From an optimization exercise on the open Yosys and OpenROAD flow, aimed at small area, a short achievable clock period and few clock cycles per item; shortcuts taken in it are not production practice.
At most, simulation tests tie the RTL to the original design; equivalence was not proved.
No functional check of the RTL was part of run 5.

## flow/design.v (module list and top-level ports; edited modules follow where they fit)
// module sagd_clamp: 28 lines
// module sagd_fa: 10 lines
// module sagd_ha: 9 lines
// module sagd_booth_enc: 34 lines
// module sagd_scale_mul: 366 lines
// module sagd_sqsum: 333 lines
// module sagd_spread: 229 lines
// module sagd_gesture: 48 lines
// module sensor_activity_gesture_detector: 292 lines
module sensor_activity_gesture_detector (
   input  wire logic              clock,
   input  wire logic              reset,
   input  wire logic              req_valid,
   output logic                   req_ready,
   input  wire logic [31:0]       req_sample_time,
   input  wire logic [15:0]       req_raw_sample,
   output logic                   rsp_valid,
   input  wire logic              rsp_ready,
   output logic [15:0]            rsp_level,
   output logic                   rsp_active,
   output logic [1:0]             rsp_gesture_code,
   output logic [15:0]            rsp_window_min,
   output logic [15:0]            rsp_window_max,
   input  wire logic              csr_psel,
   input  wire logic              csr_penable,
   input  wire logic              csr_pwrite,
   input  wire logic [sagd_pkg::ADDR_W-1:0] csr_paddr,
   input  wire logic [63:0]       csr_pwdata,
   output logic [63:0]            csr_prdata,
   output logic                   csr_pready
);
  // ...
==> flow/run.sh <==
#!/bin/bash
# synth_recipe.tcl (not shown) runs the flow's synth.tcl, then flattens the netlist and writes it again
# the make line also repeats each setting of config.mk as NAME=value (left out here)
make -C /OpenROAD-flow-scripts/flow DESIGN_CONFIG=/design/flow/config.mk WORK_HOME=/design/flow/orfs CLKGATE_MAP_FILE= SYNTH_SCRIPT=/design/flow/synth_recipe.tcl finish
==> flow/config.mk <==
export PLATFORM = sky130hd
export DESIGN_NAME = sensor_activity_gesture_detector
export DESIGN_NICKNAME = sensor_activity_gesture_detector
export VERILOG_FILES = /design/flow/design.v
export SDC_FILE = /design/flow/constraint.sdc
export NUM_CORES = 4
export LEC_CHECK = 0
export CAP_MARGIN = 30
export CORE_MARGIN = 2
export CORE_UTILIZATION = 40
export SETUP_SLACK_MARGIN = 3.5
export SLEW_MARGIN = 20
export SYNTH_HIERARCHICAL = 1
==> flow/constraint.sdc <==
create_clock -name core_clock -period 10.0 [get_ports {clock}]
set_input_delay 2.0000 -clock core_clock [delete_from_list [all_inputs] [get_ports {clock}]]
set_output_delay 2.0000 -clock core_clock [all_outputs]
set_load 0.01 [all_outputs]
==> flow_summary.json, run 1 <==
{
  "synth.distinct_cells": 102,
  "synth-compound-area-share": 0.135,
  "hpwl_um": 122000,
  "yosysTopAreaCellShare": 0.199,
  "use_met1": 0.289,
  "grtUsageMet2": 0.337,
  "flops_and_latches": 838,
  "met1_length_um": 76000,
  "firstDrtPassIters": 6,
  "taps": 2072,
  "cp-end-kind": "flop",
  "dp_slack_ns": 2.37,
  "portBuffers": 176,
  "rsz0062_at_grt": "false",
  "syn_to_final_growth_pct": 10.8,
  "synth_area_leaders": "fa_1 (20%), edfxtp_1 (18%), dfxtp_1 (14%), ha_1 (8.9%), nand2_1 (5.7%)",
  "utilization": 0.446,
  "syn_inst": 6355,
  "max_slew_margin": 0.322,
  "fillers": 15058,
  "outcome": "finished clean",
  "start_util": 0.403,
  "drv_cap": 0,
  "synth_edf_count": 380,
  "path_clk_slew_ns": 0.07,
  "netlist_top_cells_count": "nand2_1 (966), fa_1 (636), inv_1 (496)",
  "crit_start": "h_ff[19]",
  "overflow": 0,
  "wl_um": 172000,
  "grt_start_max_net_pins": 133,
  "grt.busiest_layer": "met2",
  "crit_chain": "a22oi_1, xnor2_1, ha_1, fa_1, fa_1, fa_1, fa_1, ha_1, nand2_1, nor4_1, nand3_1, a21oi_1, o21ai_0, o211ai_4, o22ai_1",
  "arrival_ns": 6.77,
  "fmax_mhz": 157,
  "layout_commonest_cell": "nand2_1"
}
Testbench counts, summed over its fixed seeds: cycles 10,192, items 9,600.
==> inputs of run 2 (changes only) <==
--- a/flow/config.mk
+++ b/flow/config.mk
@@ -7,2 +7,3 @@
 export LEC_CHECK = 0
+export ABC_AREA = 1
 export CAP_MARGIN = 30
@@ -10,3 +11,3 @@
 export CORE_UTILIZATION = 40
-export SETUP_SLACK_MARGIN = 3.5
+export SETUP_SLACK_MARGIN = 5
 export SLEW_MARGIN = 20
==> flow_summary.json, run 2 <==
{
  "outcome": "finished clean",
  "reg2reg_setup_slack_ns": 4.60,
  "layout_setup_ws_ns": 4.60,
  "syn_area_per_cell_um2": 8.55,
  "period_minus_slack_ns": 5.40,
  "placedCellCount": 9883,
  "firstDrtPassIters": 8,
  "hold_buffers": 0,
  "grtUsageMet2": 0.364,
  "die_w_um": 412,
  "whs_endpoint": "h_ff[0]",
  "setup_viol": 0,
  "portBuffers": 176,
  "skew_ns": 0.0440,
  "viasPerCell": 5.32,
  "tns_ns": 0,
  "rows": 149,
  "synth_area_mm2": 0.0667,
  "grt.busiest_layer": "met2",
  "synth_edf_count": 380,
  "netlist_top_cells_count": "nand2_1 (1655), inv_1 (1008), nor2_1 (689)",
  "io_pins": 243,
  "yosysTopAreaCellShare": 0.191,
  "regArea_mm2": 0.0207,
  "cts_made_buffers": 90,
  "dieArea_mm2": 0.170,
  "utilization": 0.476,
  "largest_reg_flops": 256,
  "worst_pin_slew_ns": 0.953,
  "place_congestion": 0.950,
  "yosysMostFrequentCell": "nand2_1",
  "min_from": "scale_ff[0]",
  "layout-drive-gt1-share": 0.149,
  "use_met1": 0.343,
  "hpwl_um": 148000,
  "largest_registers": "win_ff x256, sqsum_ff x36",
  "synth_seq_cells": 838,
  "crit_required_ns": 10.44,
  "dp_slack_ns": 2.64,
  "wl_per_cell_um": 20.4,
  "grt_use_total": 0.242,
  "hold_viol_final": 0,
  "rr_endpoint": "cur1_ff[2]",
  "ys_seq_area_frac": 0.308,
  "hold_class": "reg -> reg",
  "r2r_start": "one0_ff[0]",
  "antenna_found_initial": 13,
  "overflow": 0,
  "stdcell_count": 10235,
  "rsz0062_at_grt": "true",
  "syn_to_final_growth_pct": 18.0,
  "clk_latency_ns": 0.73,
  "arrival_ns": 5.84,
  "layout_commonest_cell": "nand2_1",
  "max_slew_margin": 0.365,
  "crit_type": "reg -> reg",
  "synthArstFlopShare": 0,
  "die_height_um": 412,
  "multi_input_comb_area_mm2": 0.0432,
  "hold_path_depth": 0,
  "synth-main-ff-cell": "dfxtp_1",
  "reg2reg_depth": 21,
  "gr-usage-met3": 0.0524,
  "drv_slew": 0,
  "cts_max_level": 3,
  "path_clk_slew_ns": 0.06,
  "regMostFlops": "win_ff",
  "grt_pass1_vias": 54494,
  "cp-end-kind": "flop",
  "grt_start_max_net_pins": 156,
  "clk_root_buffer_cell": "clkbuf_16",
  "fmax_mhz": 185,
  "synth.distinct_cells": 65,
  "drv_cap": 0,
  "layout_common_cells": "nand2_1 (1535), inv_1 (954), nor2_1 (629), fa_1 (498), dfxtp_1 (424)",
  "synth_area_leaders": "fa_1 (19%), edfxtp_1 (17%), dfxtp_1 (14%), nand2_1 (9.3%), ha_1 (8.5%)",
  "yosys_warnings": 10,
  "syn_inst": 7804,
  "vias": 54427,
  "start_util": 0.404,
  "clk_path_buf_depth": 3,
  "cts_tree": "done",
  "drt-initial-drc-count": 4667,
  "nets": 9187,
  "fillers": 15527,
  "finalCritPeriodShare": 0.540,
  "antenna_left": 0,
  "drc": 0,
  "cts_sinks": 838,
  "worstSetupStartpointType": "flop",
  "synth_area_leader_cell": "fa_1",
  "path_max_fanout": 8,
  "grt_first_pass_wirelength_um": 320000,
  "core_area_mm2": 0.165,
  "wl_um": 209000
}
## run 2: cell types whose count changed after synthesis, moves of 178 or more
cell / previous run / this run
nand2_1: 966 / 1655
nor2_1: 131 / 689
inv_1: 496 / 1008
xnor2_1: 405 / 20
xor2_1: 55 / 400
a22oi_1: 322 / 0
o21ai_0: 112 / 393
o22ai_1: 25 / 300
nand3_1: 57 / 235
## run 2: worst max-delay path by stage
| stage | slack [ns] | endpoint | from |
|---|---|---|---|
| 2_1_floorplan | 5.00 | high_t_ff[27] | sum_ff[19] |
| 3_3_place_gp | 2.41 | low_t_ff[6] | sum_ff[4] |
| 3_5_place_dp | 2.64 | low_t_ff[11] | sum_ff[4] |
| 4_1_cts | 4.69 | cur1_ff[15] | one0_ff[0] |
| 5_1_grt | 4.46 | cur1_ff[2] | one0_ff[0] |
| 6_report | 4.60 | cur1_ff[2] | one0_ff[0] |
## run 2: cell families (layout without fill, tap and decap cells)
kind of cell,Yosys count,count (layout),synth area share
multiplexers,2,2,0.000300
adder cells (fa/ha/maj),1091,1091,0.276
other,3,37,0.000169
AO/OA/AOI/OAI,1167,1167,0.0990
XOR/XNOR,420,420,0.0551
buffers and inverters,1456,1660,0.0867
AND/OR/NAND/NOR,2827,2831,0.174
flip-flops,838,838,0.308
## run 2: area by class of cell
class / count / area share
Clock inverter: 43 / 0.00637
Timing Repair Buffer: 425 / 0.0618
Timing Repair inverter: 5 / 0.000905
Multi-Input combinational cell: 5545 / 0.548
Sequential cell: 838 / 0.262
Clock buffer: 121 / 0.0319
Tap cell: 2189 / 0.0348
Antenna cell: 3 / 0.0000953
Inverter: 1066 / 0.0533
## run 2: metrics by stage
| stage | area, um^2 | hold slack [ns] |
|---|---|---|
| 2_1_floorplan | 67000 | 0.362 |
| 3_3_place_gp | 70200 | 0.373 |
| 3_5_place_dp | 70300 | 0.370 |
| 4_1_cts | 77700 | 0.379 |
| 5_1_grt | 78800 | 0.394 |
| 6_report | 78800 | 0.380 |
## run 2: Yosys stat by module (local to each module, per instance), excerpt
module,copies in the design,flip-flops and latches
sensor_activity_gesture_detector,1,838
sagd_scale_mul,1,0
sagd_gesture,1,0
sagd_sqsum,1,0
sagd_clamp,1,0
sagd_spread,1,0
sagd_fa,614,0
## run 2: per-layer routing
metal,share of wire,wire length (um)
met4,0.035,7250
met5,0.00022,46
met3,0.086,18100
met2,0.43,90700
met1,0.45,93100
## run 2: worst max-delay path, cell delays in order, from the launching register on
cell,delay [ns]
edfxtp_1,0.46
clkinvlp_4,0.19
buf_12,0.18
buf_12,0.14
o22ai_2,0.18
xor2_1,0.22
ha_1,0.29
fa_2,0.41
fa_2,0.55
fa_2,0.45
fa_1,0.54
ha_4,0.23
nand2_1,0.08
nand2_2,0.09
a21oi_4,0.19
a21oi_4,0.09
nor2_4,0.17
nand2_2,0.10
nand2_4,0.12
nand3_4,0.18
o21ai_2,0.19
inv_2,0.08
## run 2: what timing repair did
| item | in CTS | in global routing |
|---|---|---|
| pin swaps | 283 | 158 |
| setup buffers | 132 | 20 |
| gates resized for setup | 829 | 209 |
| cloned | 25 | 3 |
| setup endpoints to repair | 210 | 210 |
| endpoints found under the hold margin | 0 | 0 |
==> inputs of run 3 (changes only) <==
--- a/flow/config.mk
+++ b/flow/config.mk
@@ -7,3 +7,2 @@
 export LEC_CHECK = 0
-export ABC_AREA = 1
 export CAP_MARGIN = 30
==> flow_summary.json, run 3 <==
{
  "hold_viol_final": 0,
  "worstSetupStartpointType": "flop",
  "vias": 48218,
  "io_pins": 243,
  "cts_max_level": 3,
  "grt.busiest_layer": "met2",
  "hold_buffers": 0,
  "max_slew_margin": 0.340,
  "largest_reg_flops": 256,
  "antenna_left": 0,
  "hold_class": "reg -> reg",
  "dieArea_mm2": 0.163,
  "clk_path_buf_depth": 3,
  "grt_first_pass_wirelength_um": 284000,
  "outcome": "finished clean",
  "antenna_found_initial": 3,
  "grtUsageMet2": 0.359,
  "gr-usage-met3": 0.0470,
  "largest_registers": "win_ff x256, sqsum_ff x36",
  "die_w_um": 404,
  "rows": 146,
  "portBuffers": 176,
  "synth_seq_cells": 838,
  "netlist_top_cells_count": "nand2_1 (966), fa_1 (636), inv_1 (496)",
  "setup_viol": 0,
  "synth_area_leader_cell": "fa_1",
  "wl_um": 185000,
  "period_minus_slack_ns": 5.61,
  "skew_ns": 0.0912,
  "layout_common_cells": "nand2_1 (798), fa_1 (508), inv_1 (489), ha_1 (410), xnor2_1 (403)",
  "synth_edf_count": 380,
  "synthArstFlopShare": 0,
  "die_height_um": 404,
  "cp-end-kind": "flop",
  "path_clk_slew_ns": 0.06,
  "crit_chain": "buf_4, bufbuf_16, a22oi_1, xnor2_1, ha_1, fa_1, fa_2, fa_2, fa_2, ha_2, nand2_1, nor4_4, a221o_1, or3_4, o211ai_4, a31oi_1",
  "crit_required_ns": 10.38,
  "tns_ns": 0,
  "synth-main-ff-cell": "dfxtp_1",
  "yosysMostFrequentCell": "nand2_1",
  "drt-initial-drc-count": 4069,
  "overflow": 0,
  "crit_type": "reg -> reg",
  "regMostFlops": "win_ff",
  "ys_seq_area_frac": 0.322,
  "grt_pass1_vias": 48635,
  "antennaDiodeCount": 0,
  "fmax_mhz": 178,
  "wl_per_cell_um": 21.5,
  "rsz0062_at_grt": "true",
  "layout_commonest_cell": "nand2_1",
  "cts_made_buffers": 89,
  "yosys_warnings": 10,
  "drc": 0,
  "cts_tree": "done",
  "cp_common_cell": "fa_2",
  "nets": 7694,
  "yosysTopAreaCellShare": 0.199,
  "core_area_mm2": 0.159,
  "use_met1": 0.296,
  "syn_area_per_cell_um2": 10.1,
  "cpPeakStageDelay_ns": 0.61,
  "synth.distinct_cells": 102,
  "cts_sinks": 838,
  "drv_slew": 0,
  "hold_slack_ns": 0.381,
  "layout-drive-gt1-share": 0.184,
  "grt_start_max_net_pins": 173,
  "viasPerCell": 5.59,
  "firstDrtPassIters": 8,
  "drv_cap": 0,
  "synth_area_mm2": 0.0639,
  "syn_inst": 6355,
  "path_max_fanout": 16,
  "worst_pin_slew_ns": 0.990,
  "synth_area_leaders": "fa_1 (20%), edfxtp_1 (18%), dfxtp_1 (14%), ha_1 (8.9%), nand2_1 (5.7%)",
  "slowest_stage": "fa_2",
  "hpwl_um": 122000,
  "grt_use_total": 0.222,
  "arrival_ns": 5.99,
  "start_util": 0.403,
  "finalCritPeriodShare": 0.561,
  "syn_to_final_growth_pct": 19.2,
  "clk_latency_ns": 0.76,
  "clk_root_buffer_cell": "clkbuf_16",
  "place_congestion": 0.899
}
[run 3: changes by cell type after synthesis, moves of 281 or more]
cell / change
a22oi_1: +322
xor2_1: -345
nand2_1: -689
xnor2_1: +385
nor2_1: -558
inv_1: -512
o21ai_0: -281
[run 3: path summary, 6_finish.rpt]
kind	from	end	slack (ns)	depth (start not counted)
setup / recovery	one0_ff[1]	cur1_ff[10]	4.39	16
hold reg to reg	now1_ff[15]	now2_ff[15]	0.38	0
hold / removal	now1_ff[15]	now2_ff[15]	0.38	0
setup reg to reg	one0_ff[1]	cur1_ff[10]	4.39	16
[run 3: layer usage]
metal / part of all wire / vias up
li1: - / 21845
met1: 0.42 / 24167
met2: 0.47 / 1822
met3: 0.077 / 378
met4: 0.033 / 6
met5: 0.00022 / -
[run 3: what timing repair did]
item,4_1_cts,5_1_grt
setup endpoints to repair,212,399
cloned,37,5
pin swaps,169,235
resized for setup,441,427
buffers inserted,116,46
[run 3: area by class of cell]
class                      count  area, um^2
tap                         2072        2590
fill                       14402       82400
sequential                   838       20700
clock inverter                61         827
inverter                     496        1880
timing repair buffer         445        4910
multi-input combinational   4608       42800
clock buffer                 107        2380
[run 3: cells by family after synthesis]
family,count (synthesis),share of synthesized area
AOI/OAI and AO/OA,1304,0.135
muxes,78,0.0136
adders and majority gates,1091,0.288
buffers and inverters,963,0.0595
DFF,838,0.322
and+or+nand+nor,1618,0.118
other,3,0.000176
xor gates and xnor gates,460,0.0631
[run 3: critical path, delay by kind of cell (launching register included)]
kind / cells / cell delay [ns]
and+or+nand+nor: 3 / 0.68
AOI/OAI and AO/OA: 4 / 0.90
buffers and inverters: 2 / 0.48
xor gates and xnor gates: 1 / 0.16
DFF: 1 / 0.44
adders and majority gates: 6 / 2.64
[run 3: per-module statistics from Yosys, one instance, submodules excluded]
module | cells inside | flops+latches | cell area, um^2
sagd_scale_mul | 1049 | 0 | 7420
sagd_spread | 316 | 0 | 1650
sagd_clamp | 341 | 0 | 2270
sagd_ha | 1 | 0 | 12.5
sagd_gesture | 588 | 0 | 4260
sensor_activity_gesture_detector | 2675 | 838 | 30900
sagd_booth_enc | 42 | 0 | 305
sagd_fa | 1 | 0 | 20.0
sagd_sqsum | 659 | 0 | 3890
[run 3: stage by stage]
| stage | setup WS (ns) | std cells | utilization | area [um^2] |
|---|---|---|---|---|
| 5_1_grt | 4.18 | 8627 | 0.480 | 76100 |
| 3_5_place_dp | 3.11 | 8252 | 0.426 | 67500 |
| 3_3_place_gp | 3.13 | 8246 | 0.425 | 67400 |
| 6_report | 4.39 | 8627 | 0.480 | 76100 |
| 2_1_floorplan | 4.62 | 6386 | - | 64700 |
| 4_1_cts | 4.43 | 8573 | 0.466 | 73900 |
==> inputs of run 4 (changes only) <==
--- a/flow/config.mk
+++ b/flow/config.mk
@@ -9,3 +9,4 @@
 export CORE_MARGIN = 2
-export CORE_UTILIZATION = 40
+export CORE_UTILIZATION = 55
+export CTS_BUF_LIST = sky130_fd_sc_hd__clkbuf_4 sky130_fd_sc_hd__clkbuf_8
 export SETUP_SLACK_MARGIN = 5
==> flow_summary.json, run 4 <==
{
  "synth_area_mm2": 0.0639,
  "cp-end-kind": "flop",
  "synthArstFlopShare": 0,
  "violatedChecks": "slew limit",
  "grt_pass1_vias": 47942,
  "synth-main-ff-cell": "dfxtp_1",
  "viasPerCell": 5.91,
  "drc": 0,
  "cts_tree": "done",
  "vias": 48390,
  "yosysTopAreaCellShare": 0.199,
  "antenna_left": 0,
  "place_area_mm2": 0.0668,
  "largest_registers": "win_ff x256, sqsum_ff x36",
  "start_util": 0.552,
  "finalInstanceArea_mm2": 0.0757,
  "synth_area_leader_cell": "fa_1",
  "r2r_start": "two0_ff[0]",
  "rsz0062_at_grt": "true",
  "ys_seq_area_frac": 0.322,
  "netlist_top_cells_count": "nand2_1 (966), fa_1 (636), inv_1 (496)",
  "whs_endpoint": "win_ff[13][13]",
  "cts_sinks": 838,
  "gr-usage-met3": 0.0640,
  "layout-drive-gt1-share": 0.201,
  "yosysMostFrequentCell": "nand2_1",
  "path_clk_slew_ns": 0.06,
  "drv_cap": 0,
  "yosys_warnings": 10,
  "finalCritPeriodShare": 0.572,
  "setup_viol": 0,
  "worst_pin_slew_ns": 1.68,
  "rows": 125,
  "cts_max_level": 4,
  "syn_to_final_growth_pct": 18.5,
  "outcome": "finished with violations",
  "clk_path_buf_depth": 3,
  "grt_first_pass_wirelength_um": 280000,
  "fmax_mhz": 175,
  "nets": 7763,
  "max_slew_margin": -0.117,
  "layout_setup_ws_ns": 4.28,
  "arrival_ns": 6.29,
  "wl_um": 186000,
  "grtUsageMet2": 0.479,
  "reg2reg_setup_slack_ns": 4.28,
  "drv_slew": 103,
  "crit_type": "reg -> reg",
  "crit_required_ns": 10.57,
  "grt_start_max_net_pins": 205,
  "largest_reg_flops": 256,
  "hpwl_um": 120000,
  "hold_class": "reg -> reg",
  "die_height_um": 345,
  "clk_root_buffer_cell": "clkbuf_8",
  "portBuffers": 176,
  "min_from": "win_ff[12][13]",
  "wl_per_cell_um": 22.7,
  "core_area_mm2": 0.116,
  "path_max_fanout": 8,
  "antenna_found_initial": 6,
  "firstDrtPassIters": 6,
  "layout_commonest_cell": "nand2_1",
  "worstSetupStartpointType": "flop",
  "crit_start": "two0_ff[0]",
  "synth_edf_count": 380,
  "hold_viol_final": 0,
  "use_met1": 0.432,
  "die_w_um": 345,
  "overflow": 0,
  "synth_seq_cells": 838,
  "synth.distinct_cells": 102,
  "skew_ns": 0.0438,
  "clk_latency_ns": 0.90,
  "cts_made_buffers": 143,
  "rr_endpoint": "cur1_ff[10]",
  "layout_common_cells": "nand2_1 (757), fa_1 (508), inv_1 (489), ha_1 (412), dfxtp_1 (407)",
  "syn_inst": 6355,
  "period_minus_slack_ns": 5.72,
  "dp_slack_ns": 3.43,
  "tns_ns": 0,
  "hold_path_depth": 0,
  "syn_area_per_cell_um2": 10.1,
  "regMostFlops": "win_ff",
  "grt.busiest_layer": "met2",
  "dieArea_mm2": 0.119,
  "place_congestion": 0.893,
  "synth_area_leaders": "fa_1 (20%), edfxtp_1 (18%), dfxtp_1 (14%), ha_1 (8.9%), nand2_1 (5.7%)",
  "grt_use_total": 0.308,
  "io_pins": 243,
  "drt-initial-drc-count": 4249,
  "reg2reg_depth": 18
}
run 4: cell counts after synthesis:
No cell type changed its count.
run 4: layout make-up:
cell class                 count  area (um^2)
multi-input combinational   4602        42800
fill                        9416        40000
sequential                   838        20700
timing repair buffer         466         5250
clock buffer                 190         2410
tap                         1524         1910
inverter                     496         1880
clock inverter                66          728
antenna                        4         10.0
run 4: metal layers:
metal,up-vias,wire length (um),part of all wire
met5,-,19,0.00010
met4,2,5740,0.031
met3,343,15500,0.084
met2,1959,85000,0.46
met1,24105,79300,0.43
li1,21981,-,-
run 4: critical path, cell delays in order (launching register included):
cell and delay [ns]:
edfxtp_1 0.50, buf_6 0.18, clkbuf_16 0.15, a22oi_1 0.21
xnor2_1 0.17, ha_1 0.30, fa_2 0.42, fa_1 0.56
fa_1 0.43, fa_1 0.55, ha_4 0.23, a21oi_1 0.15
o21ai_0 0.12, a21o_1 0.24, a221o_1 0.34, or3_4 0.41
o211ai_4 0.16, buf_12 0.18, a31oi_1 0.08
run 4: Yosys stat by module (local to each module, per instance), a selection:
module,flip-flops and latches,cells,area (um^2),times used
sensor_activity_gesture_detector,838,2675,30900,1
sagd_spread,0,316,1650,1
sagd_booth_enc,0,42,305,1
sagd_clamp,0,341,2270,1
sagd_fa,0,1,20.0,614
sagd_sqsum,0,659,3890,1
sagd_gesture,0,588,4260,1
run 4: metrics by stage:
stage,hold slack (ns),utilization,std cells
2_1_floorplan,0.376,-,6386
3_3_place_gp,0.400,0.577,7703
3_5_place_dp,0.405,0.577,7706
4_1_cts,0.391,0.633,8118
5_1_grt,0.394,0.654,8184
6_report,0.398,0.654,8186
run 4: cells by family after synthesis:
family / synth area share
compound gates: 0.135
xor+xnor: 0.0631
fa+ha+maj: 0.288
buf+inv: 0.0595
flops: 0.322
mux: 0.0136
other cells: 0.000176
simple gates: 0.118
run 4: worst max path at each step:
| stage | slack [ns] | to |
|---|---|---|
| CTS | 4.35 | sqsum_ff[30] |
| global route | 4.16 | cur1_ff[10] |
| finish | 4.28 | cur1_ff[10] |
| floorplan | 4.62 | sqsum_ff[34] |
| global placement | 3.31 | low_t_ff[5] |
| detailed placement | 3.43 | cur1_ff[0] |
run 4: timing repair:
item                       in CTS  in global routing
gates resized for setup       427                471
buffers inserted              119                 53
setup endpoints to repair     211                209
hold buffers                    0                  0
pin swaps                     187                212
cloned                         37                  7
==> module sensor_activity_gesture_detector, before the edit <==
module sensor_activity_gesture_detector (
   input  wire logic              clock,
   input  wire logic              reset,
   input  wire logic              req_valid,
   output logic                   req_ready,
   input  wire logic [31:0]       req_sample_time,
   input  wire logic [15:0]       req_raw_sample,
   output logic                   rsp_valid,
   input  wire logic              rsp_ready,
   output logic [15:0]            rsp_level,
   output logic                   rsp_active,
   output logic [1:0]             rsp_gesture_code,
   output logic [15:0]            rsp_window_min,
   output logic [15:0]            rsp_window_max,
   input  wire logic              csr_psel,
   input  wire logic              csr_penable,
   input  wire logic              csr_pwrite,
   input  wire logic [sagd_pkg::ADDR_W-1:0] csr_paddr,
   input  wire logic [63:0]       csr_pwdata,
   output logic [63:0]            csr_prdata,
   output logic                   csr_pready
);
   logic signed [15:0] raw_low_ff;
   logic signed [15:0] raw_high_ff;
   logic signed [32:0] scale_ff;
   logic [31:0]        thresh_ff;
   logic [15:0]        hold_ff;
   logic               csr_write;
   logic [32:0]        prdata_ff;
   assign csr_write  = csr_psel && csr_penable && csr_pwrite;
   assign csr_pready = 1'b1;
   always_ff @(posedge clock) begin
      if (reset) begin
         raw_low_ff  <= sagd_pkg::RST_RAW_LOW;
         raw_high_ff <= sagd_pkg::RST_RAW_HIGH;
         scale_ff    <= sagd_pkg::RST_SCALE;
         thresh_ff   <= sagd_pkg::RST_THRESHOLD;
         hold_ff     <= sagd_pkg::RST_HOLD_MS;
      end else if (csr_write) begin
         unique case (csr_paddr[5:3])
            sagd_pkg::REG_RAW_LOW:   raw_low_ff  <= csr_pwdata[15:0];
            sagd_pkg::REG_RAW_HIGH:  raw_high_ff <= csr_pwdata[15:0];
            sagd_pkg::REG_SCALE:     scale_ff    <= csr_pwdata[32:0];
            sagd_pkg::REG_THRESHOLD: thresh_ff   <= csr_pwdata[31:0];
            sagd_pkg::REG_HOLD_MS:   hold_ff     <= csr_pwdata[15:0];
            default: ;
         endcase
      end
   end
   always_ff @(posedge clock) begin
      unique case (csr_paddr[5:3])
         sagd_pkg::REG_RAW_LOW:   prdata_ff <= {17'd0, raw_low_ff};
         sagd_pkg::REG_RAW_HIGH:  prdata_ff <= {17'd0, raw_high_ff};
         sagd_pkg::REG_SCALE:     prdata_ff <= scale_ff;
         sagd_pkg::REG_THRESHOLD: prdata_ff <= {1'b0, thresh_ff};
         sagd_pkg::REG_HOLD_MS:   prdata_ff <= {17'd0, hold_ff};
         default:                 prdata_ff <= 33'd0;
      endcase
   end
   assign csr_prdata = {31'd0, prdata_ff};
   logic        ordered;
   logic [15:0] span;
   logic        zero_ff;
   logic [32:0] h_ff;
   assign ordered = raw_low_ff < raw_high_ff;
   assign span    = ordered ? 16'(raw_high_ff - raw_low_ff) : 16'(raw_low_ff - raw_high_ff);
   always_ff @(posedge clock) begin
      zero_ff <= ordered ? (scale_ff[32] || scale_ff == 33'd0) : !scale_ff[32];
      h_ff    <= ordered ? scale_ff : (33'd0 - scale_ff);
   end
   logic        advance;
   logic        free0;
   logic        v0_ff, v1_ff, v2_ff;
   logic        rsp_valid_ff;
   logic        skid_v_ff;
   logic [15:0] skid_raw_ff;
   logic [31:0] skid_now_ff;
   logic        accept;
   logic        commit;
   assign advance   = !rsp_valid_ff || rsp_ready;
   assign free0     = advance || !v0_ff;
   assign req_ready = !skid_v_ff;
   assign accept    = req_valid && !skid_v_ff;
   assign commit    = v2_ff && advance;
   always_ff @(posedge clock) begin
      if (reset) begin
         skid_v_ff    <= 1'b0;
         v0_ff        <= 1'b0;
         v1_ff        <= 1'b0;
         v2_ff        <= 1'b0;
         rsp_valid_ff <= 1'b0;
      end else begin
         if (free0) begin
            skid_v_ff <= 1'b0;
            v0_ff     <= skid_v_ff || accept;
         end else if (accept) begin
            skid_v_ff <= 1'b1;
         end
         if (advance) begin
            v1_ff <= v0_ff;
            v2_ff <= v1_ff;
         end
         if (commit) begin
            rsp_valid_ff <= 1'b1;
         end else if (rsp_ready) begin
            rsp_valid_ff <= 1'b0;
         end
      end
   end
   always_ff @(posedge clock) begin
      if (!skid_v_ff) begin
         skid_raw_ff <= req_raw_sample;
         skid_now_ff <= req_sample_time;
      end
   end
   logic [15:0] raw_in;
   logic [31:0] now_in;
   logic [15:0] mag;
   logic [8:0]  one, two, neg;
   logic [8:0]  one0_ff, two0_ff, neg0_ff;
   logic [31:0] now0_ff;
   assign raw_in = skid_v_ff ? skid_raw_ff : req_raw_sample;
   assign now_in = skid_v_ff ? skid_now_ff : req_sample_time;
   sagd_clamp u_clamp (
      .raw_sample (raw_in),
      .raw_low    (raw_low_ff),
      .raw_high   (raw_high_ff),
      .ordered    (ordered),
      .span       (span),
      .mag        (mag)
   );
   sagd_booth_enc u_booth (
      .mag (mag),
      .one (one),
      .two (two),
      .neg (neg)
   );
   always_ff @(posedge clock) begin
      if (free0) begin
         one0_ff <= one;
         two0_ff <= two;
         neg0_ff <= neg;
         now0_ff <= now_in;
      end
   end
   logic [15:0] scaled;
   logic [15:0] cur1_ff;
   logic [31:0] now1_ff;
   sagd_scale_mul u_scaler (
      .one    (one0_ff),
      .two    (two0_ff),
      .neg    (neg0_ff),
      .h      (h_ff),
      .zero   (zero_ff),
      .scaled (scaled)
   );
   always_ff @(posedge clock) begin
      if (advance) begin
         cur1_ff <= scaled;
         now1_ff <= now0_ff;
      end
   end
   logic                         shift;
   logic [15:0]                  win_ff [sagd_pkg::WINDOW_DEPTH];
   logic [3:0]                   fill_ff;
   logic                         full_ff;
   logic [15:0]                  oldest;
   logic [sagd_pkg::SUM_W-1:0]   sum_ff, sum_in;
   logic [sagd_pkg::SQSUM_W-1:0] sqsum_ff, sqsum_in;
   logic [15:0]                  cur2;
   logic [31:0]                  now2_ff;
   assign shift  = v1_ff && advance;
   assign oldest = win_ff[sagd_pkg::WINDOW_DEPTH-1];
   assign cur2   = win_ff[0];
   always_ff @(posedge clock) begin
      if (shift) begin
         win_ff[0] <= cur1_ff;
         for (int i = 1; i < sagd_pkg::WINDOW_DEPTH - 1; i++) win_ff[i] <= win_ff[i-1];
      end
   end
   always_ff @(posedge clock) begin
      if (reset) begin
         win_ff[sagd_pkg::WINDOW_DEPTH-1] <= sagd_pkg::MID_VALUE;
         fill_ff <= 4'd0;
         full_ff <= 1'b0;
      end else if (shift) begin
         if (full_ff) win_ff[sagd_pkg::WINDOW_DEPTH-1] <= win_ff[sagd_pkg::WINDOW_DEPTH-2];
         fill_ff <= fill_ff + 4'd1;
         if (fill_ff == 4'd14) full_ff <= 1'b1;
      end
   end
   sagd_sqsum u_sqsum (
      .q      (sqsum_ff),
      .cur    (cur1_ff),
      .old    (oldest),
      .q_next (sqsum_in)
   );
   assign sum_in = sum_ff + sagd_pkg::SUM_W'(cur1_ff) - sagd_pkg::SUM_W'(oldest);
   always_ff @(posedge clock) begin
      if (reset) begin
         sum_ff   <= sagd_pkg::RST_SUM;
         sqsum_ff <= sagd_pkg::RST_SQSUM;
      end else if (shift) begin
         sum_ff   <= sum_in;
         sqsum_ff <= sqsum_in;
      end
   end
   always_ff @(posedge clock) begin
      if (advance) now2_ff <= now1_ff;
   end
   logic        active;
   logic        in_hold, rearm, take_low, take_high, trigger, order_in;
   logic [1:0]  code;
   logic [31:0] hold_end;
   logic        update;
   logic [15:0] held_ff;
   logic [1:0]  gest_ff;
   logic        hold_v_ff;
   logic [31:0] until_ff;
   logic [15:0] low_ff;
   logic [15:0] high_ff;
   logic [31:0] low_t_ff;
   logic [31:0] high_t_ff;
   logic        order_ff;
   logic        act_ff;
   sagd_spread u_spread (
      .qd     (sqsum_ff[35:4]),
      .th     (thresh_ff),
      .mean   (sum_ff[19:4]),
      .active (active)
   );
   sagd_gesture u_gesture (
      .cur        (cur2),
      .now        (now2_ff),
      .hold_ms    (hold_ff),
      .gest       (gest_ff),
      .hold_valid (hold_v_ff),
      .hold_until (until_ff),
      .low        (low_ff),
      .high       (high_ff),
      .low_t      (low_t_ff),
      .high_t     (high_t_ff),
      .up_order   (order_ff),
      .in_hold    (in_hold),
      .rearm      (rearm),
      .take_low   (take_low),
      .take_high  (take_high),
      .trigger    (trigger),
      .order_in   (order_in),
      .code       (code),
      .hold_end   (hold_end)
   );
   assign update = active && !in_hold;
   always_ff @(posedge clock) begin
      if (reset) begin
         held_ff   <= sagd_pkg::MID_VALUE;
         gest_ff   <= sagd_pkg::CODE_NONE;
         hold_v_ff <= 1'b0;
         until_ff  <= 32'd0;
         low_ff    <= 16'd0;
         high_ff   <= sagd_pkg::FULL_VALUE;
         low_t_ff  <= 32'd0;
         high_t_ff <= 32'd0;
         order_ff  <= 1'b0;
      end else if (commit) begin
         if (active) held_ff <= cur2;
         if (!active || (update && (rearm || trigger))) begin
            gest_ff <= (active && trigger) ? code : sagd_pkg::CODE_NONE;
         end
         if (!active || (update && trigger)) hold_v_ff <= active;
         if (update && trigger) until_ff <= hold_end;
         if (update && take_low) begin
            low_ff   <= cur2;
            low_t_ff <= now2_ff;
         end
         if (update && take_high) begin
            high_ff   <= cur2;
            high_t_ff <= now2_ff;
         end
         if (update) order_ff <= order_in;
      end
   end
   always_ff @(posedge clock) begin
      if (commit) act_ff <= active;
   end
   assign rsp_level        = held_ff;
   assign rsp_active       = act_ff;
   assign rsp_gesture_code = gest_ff;
   assign rsp_window_min   = low_ff;
   assign rsp_window_max   = high_ff;
   assign rsp_valid = rsp_valid_ff;
endmodule
==> inputs of run 5 (changes only) <==
--- a/flow/design.v
+++ b/flow/design.v
@@ -1118,3 +1118,2 @@
    logic               csr_write;
-   logic [32:0]        prdata_ff;
    assign csr_write  = csr_psel && csr_penable && csr_pwrite;
@@ -1139,13 +1138,12 @@
    end
-   always_ff @(posedge clock) begin
+   always_comb begin
       unique case (csr_paddr[5:3])
-         sagd_pkg::REG_RAW_LOW:   prdata_ff <= {17'd0, raw_low_ff};
-         sagd_pkg::REG_RAW_HIGH:  prdata_ff <= {17'd0, raw_high_ff};
-         sagd_pkg::REG_SCALE:     prdata_ff <= scale_ff;
-         sagd_pkg::REG_THRESHOLD: prdata_ff <= {1'b0, thresh_ff};
-         sagd_pkg::REG_HOLD_MS:   prdata_ff <= {17'd0, hold_ff};
-         default:                 prdata_ff <= 33'd0;
+         sagd_pkg::REG_RAW_LOW:   csr_prdata = {48'd0, raw_low_ff};
+         sagd_pkg::REG_RAW_HIGH:  csr_prdata = {48'd0, raw_high_ff};
+         sagd_pkg::REG_SCALE:     csr_prdata = {31'd0, scale_ff};
+         sagd_pkg::REG_THRESHOLD: csr_prdata = {32'd0, thresh_ff};
+         sagd_pkg::REG_HOLD_MS:   csr_prdata = {48'd0, hold_ff};
+         default:                 csr_prdata = 64'd0;
       endcase
    end
-   assign csr_prdata = {31'd0, prdata_ff};
    logic        ordered;
@@ -1164,5 +1162,2 @@
    logic        rsp_valid_ff;
-   logic        skid_v_ff;
-   logic [15:0] skid_raw_ff;
-   logic [31:0] skid_now_ff;
    logic        accept;
@@ -1171,4 +1166,4 @@
    assign free0     = advance || !v0_ff;
-   assign req_ready = !skid_v_ff;
-   assign accept    = req_valid && !skid_v_ff;
+   assign req_ready = free0;
+   assign accept    = req_valid && free0;
    assign commit    = v2_ff && advance;
@@ -1176,3 +1171,2 @@
       if (reset) begin
-         skid_v_ff    <= 1'b0;
          v0_ff        <= 1'b0;
@@ -1182,8 +1176,3 @@
       end else begin
-         if (free0) begin
-            skid_v_ff <= 1'b0;
-            v0_ff     <= skid_v_ff || accept;
-         end else if (accept) begin
-            skid_v_ff <= 1'b1;
-         end
+         if (free0) v0_ff <= req_valid;
          if (advance) begin
@@ -1199,8 +1188,2 @@
    end
-   always_ff @(posedge clock) begin
-      if (!skid_v_ff) begin
-         skid_raw_ff <= req_raw_sample;
-         skid_now_ff <= req_sample_time;
-      end
-   end
    logic [15:0] raw_in;
@@ -1211,4 +1194,4 @@
    logic [31:0] now0_ff;
-   assign raw_in = skid_v_ff ? skid_raw_ff : req_raw_sample;
-   assign now_in = skid_v_ff ? skid_now_ff : req_sample_time;
+   assign raw_in = req_raw_sample;
+   assign now_in = req_sample_time;
    sagd_clamp u_clamp (
--- a/flow/config.mk
+++ b/flow/config.mk
@@ -9,4 +9,3 @@
 export CORE_MARGIN = 2
-export CORE_UTILIZATION = 55
-export CTS_BUF_LIST = sky130_fd_sc_hd__clkbuf_4 sky130_fd_sc_hd__clkbuf_8
+export CORE_UTILIZATION = 40
 export SETUP_SLACK_MARGIN = 5
==> flow_summary.json, run 5 <==
{
  "clk_path_buf_depth": 3,
  "syn_to_final_growth_pct": 22.1,
  "overflow": 0,
  "crit_required_ns": 10.64,
  "grt_first_pass_wirelength_um": 288000,
  "grtUsageMet2": 0.372,
  "ys_seq_area_frac": 0.307,
  "grt_start_max_net_pins": 212,
  "min_from": "win_ff[13][12]",
  "synthArstFlopShare": 0,
  "io_pins": 243,
  "use_met1": 0.322,
  "synth-main-ff-cell": "edfxtp_1",
  "netlist_top_cells_count": "nand2_1 (1000), fa_1 (636), inv_1 (499)",
  "clk_root_buffer_cell": "clkbuf_16",
  "max_slew_margin": -0.0145,
  "start_util": 0.402,
  "core_area_mm2": 0.154,
  "nets": 7708,
  "path_max_fanout": 5,
  "synth_area_leaders": "fa_1 (21%), edfxtp_1 (18%), dfxtp_1 (12%), ha_1 (9.2%), nand2_1 (6.1%)",
  "regMostFlops": "win_ff",
  "hold_slack_ns": 0.400,
  "finalCritPeriodShare": 0.574,
  "drc": 0,
  "dp_slack_ns": 3.08,
  "synth_area_mm2": 0.0617,
  "setup_viol": 0,
  "dieArea_mm2": 0.157,
  "yosysTopAreaCellShare": 0.206,
  "yosysMostFrequentCell": "nand2_1",
  "drv_slew": 17,
  "crit_type": "reg -> reg",
  "layout_commonest_cell": "nand2_1",
  "synth.distinct_cells": 110,
  "hold_viol_final": 0,
  "synth_edf_count": 380,
  "reg2reg_setup_slack_ns": 4.26,
  "layout_common_cells": "nand2_1 (810), fa_1 (500), inv_1 (488), ha_1 (414), xnor2_1 (397)",
  "yosys_warnings": 10,
  "layout_setup_ws_ns": 4.26,
  "vias": 48459,
  "rows": 144,
  "cpPeakStageDelay_ns": 0.56,
  "hold_class": "reg -> reg",
  "slowest_stage": "fa_2",
  "wl_per_cell_um": 22.2,
  "cp_common_cell": "fa_2",
  "cp-end-kind": "flop",
  "place_congestion": 0.901,
  "crit_start": "cur1_ff[12]",
  "wl_um": 192000,
  "die_height_um": 397,
  "drt-initial-drc-count": 4401,
  "drv_cap": 1,
  "grt_use_total": 0.236,
  "largest_reg_flops": 256,
  "antenna_found_initial": 4,
  "worst_pin_slew_ns": 1.52,
  "die_w_um": 397,
  "syn_area_per_cell_um2": 9.86,
  "largest_registers": "win_ff x256, sqsum_ff x36",
  "multi_input_comb_area_mm2": 0.0427,
  "crit_end": "sqsum_ff[34]",
  "rr_endpoint": "sqsum_ff[34]",
  "grt.busiest_layer": "met2",
  "gr-usage-met3": 0.0462,
  "regArea_mm2": 0.0191,
  "synth_seq_cells": 756,
  "outcome": "finished with violations",
  "antenna_left": 0,
  "syn_inst": 6260,
  "grt_pass1_vias": 48592,
  "arrival_ns": 6.38,
  "skew_ns": 0.0533,
  "clk_latency_ns": 0.72,
  "hpwl_um": 123000,
  "portBuffers": 176,
  "viasPerCell": 5.63,
  "synth_area_leader_cell": "fa_1",
  "tns_ns": 0,
  "violatedChecks": "capacitance limit, slew limit",
  "crit_chain": "buf_6, clkbuf_16, and2_1, fa_2, fa_2, fa_2, fa_2, fa_1, fa_1, ha_4, nand4_1, nor3_4, o31ai_2, o211ai_1, a41oi_4, buf_12, o41ai_4, xor2_1, nand2_1, a21oi_1",
  "reg2reg_depth": 20,
  "firstDrtPassIters": 6,
  "fmax_mhz": 174,
  "worstSetupStartpointType": "flop",
  "fillers": 13638,
  "layout-drive-gt1-share": 0.215,
  "cts_sinks": 756,
  "r2r_start": "cur1_ff[12]",
  "cts_made_buffers": 86,
  "period_minus_slack_ns": 5.74,
  "hold_buffers": 0,
  "cts_tree": "done",
  "path_clk_slew_ns": 0.06,
  "cts_max_level": 3,
  "rsz0062_at_grt": "true",
  "place_area_mm2": 0.0652,
  "finalInstanceArea_mm2": 0.0754
}
-- run 5: cell types whose count changed after synthesis, moves of 7 or more --
cell	change
mux2_2	-51
a211o_1	-37
buf_2	+8
o211ai_1	+29
nand3_1	+91
nor2_1	-19
dfxtp_1	-82
nand3b_1	-56
nand2_1	+34
nor3_1	+7
a21oi_1	-13
and3_1	-19
clkbuf_1	-7
buf_1	-9
-- run 5: through the flow --
stage,cells,util
3_3_place_gp,8118,0.424
6_report,8611,0.490
5_1_grt,8610,0.490
2_1_floorplan,6291,-
4_1_cts,8542,0.476
3_5_place_dp,8123,0.424
-- run 5: worst min path at each step --
stage,end,slack [ns],depth (start not counted)
detailed placement,now2_ff[11],0.40,0
CTS,win_ff[8][14],0.41,0
floorplan,h_ff[0],0.38,0
finish,win_ff[14][12],0.40,0
global route,win_ff[8][14],0.42,0
global placement,win_ff[7][2],0.40,0
-- run 5: worst max-delay path, delay by kind of cell (launching register included) --
| kind | cells | cell delay (ns) |
|---|---|---|
| AO/OA/AOI/OAI | 5 | 0.72 |
| XOR/XNOR | 1 | 0.17 |
| adder cells (fa/ha/maj) | 7 | 3.07 |
| buffers and inverters | 3 | 0.50 |
| flip-flops | 1 | 0.44 |
| AND/OR/NAND/NOR | 4 | 0.78 |
-- run 5: kinds of logic (layout without fill, tap and decap cells) --
logic type / Yosys count / count (layout) / share of synthesized area
and+or+nand+nor: 1663 / 1686 / 0.123
AOI/OAI and AO/OA: 1291 / 1291 / 0.138
adders and majority gates: 1091 / 1091 / 0.299
buffers and inverters: 965 / 1217 / 0.0625
DFF: 756 / 756 / 0.307
xor gates and xnor gates: 458 / 458 / 0.0650
muxes: 33 / 33 / 0.00574
other: 3 / 35 / 0.000182
-- run 5: metal layers --
| layer | routed length [um] | vias to the layer above |
|---|---|---|
| met1 | 81700 | 24264 |
| met3 | 15400 | 412 |
| li1 | - | 21738 |
| met2 | 87600 | 2039 |
| met4 | 6780 | 6 |
| met5 | 41 | - |
-- run 5: per-module statistics from Yosys, one instance, submodules excluded --
module | flops+latches | copies in the design | cells inside | cell area [um^2]
sensor_activity_gesture_detector | 756 | 1 | 2580 | 28700
sagd_scale_mul | 0 | 1 | 1049 | 7420
sagd_gesture | 0 | 1 | 588 | 4260
sagd_sqsum | 0 | 1 | 659 | 3890
sagd_clamp | 0 | 1 | 341 | 2270
sagd_spread | 0 | 1 | 316 | 1650
sagd_booth_enc | 0 | 1 | 42 | 305
sagd_fa | 0 | 614 | 1 | 20.0
sagd_ha | 0 | 71 | 1 | 12.5
-- run 5: cell type report --
| class | instances | area share |
|---|---|---|
| tap | 2044 | 0.0339 |
| clock inverter | 53 | 0.00863 |
| inverter | 501 | 0.0254 |
| timing repair buffer | 554 | 0.0809 |
| antenna | 1 | 0.0000332 |
| clock buffer | 109 | 0.0308 |
| sequential | 756 | 0.253 |
| multi-input combinational | 4593 | 0.567 |
-- run 5: timing repair --
item                       CTS  global route
setup buffers              217            54
gates cloned                40            10
gates resized for setup    792           415
pin swaps                  272           234
setup endpoints to repair  241           244

what the ideal ports hide:
How much do the figures lean on ideal ports? The routed layouts below were timed once more, with nothing changed but the port constraints.
Step 1, drivers: a clkbuf_16 drives clock and a buf_2 each remaining input, both assumed.
Step 2 adds t to the input delays and takes it off the output delays; t is the mean of the earliest and latest rising clock arrival at the registers after step 1. Input paths then give back, and output paths get back, about the clock's delay inside the block.
a / b / c = ideal ports / drivers / drivers and shift; a / b = the first two.
run	t, ns	setup WS [ns]	hold WS [ns]	latest minus earliest clock arrival (ns)	worst register clock-pin slew, ns
run 1	0.782	3.649 / 3.649 / 3.649	0.408 / 0.408 / 0.408	0.080 / 0.079	0.07 / 0.07
run 2	0.780	4.597 / 4.597 / 4.416	0.380 / 0.380 / 0.380	0.045 / 0.045	0.07 / 0.07
run 3	0.791	4.388 / 4.388 / 4.294	0.381 / 0.381 / 0.381	0.091 / 0.092	0.08 / 0.08
run 4	0.961	4.279 / 4.279 / 4.167	0.398 / 0.398 / 0.398	0.056 / 0.056	0.07 / 0.07
run 5	0.774	4.256 / 4.256 / 4.256	0.400 / 0.400 / 0.400	0.054 / 0.053	0.07 / 0.07
The setup slack of run 2, which loses most, moves by 0.000 ns with the drivers and by -0.181 ns with both steps.
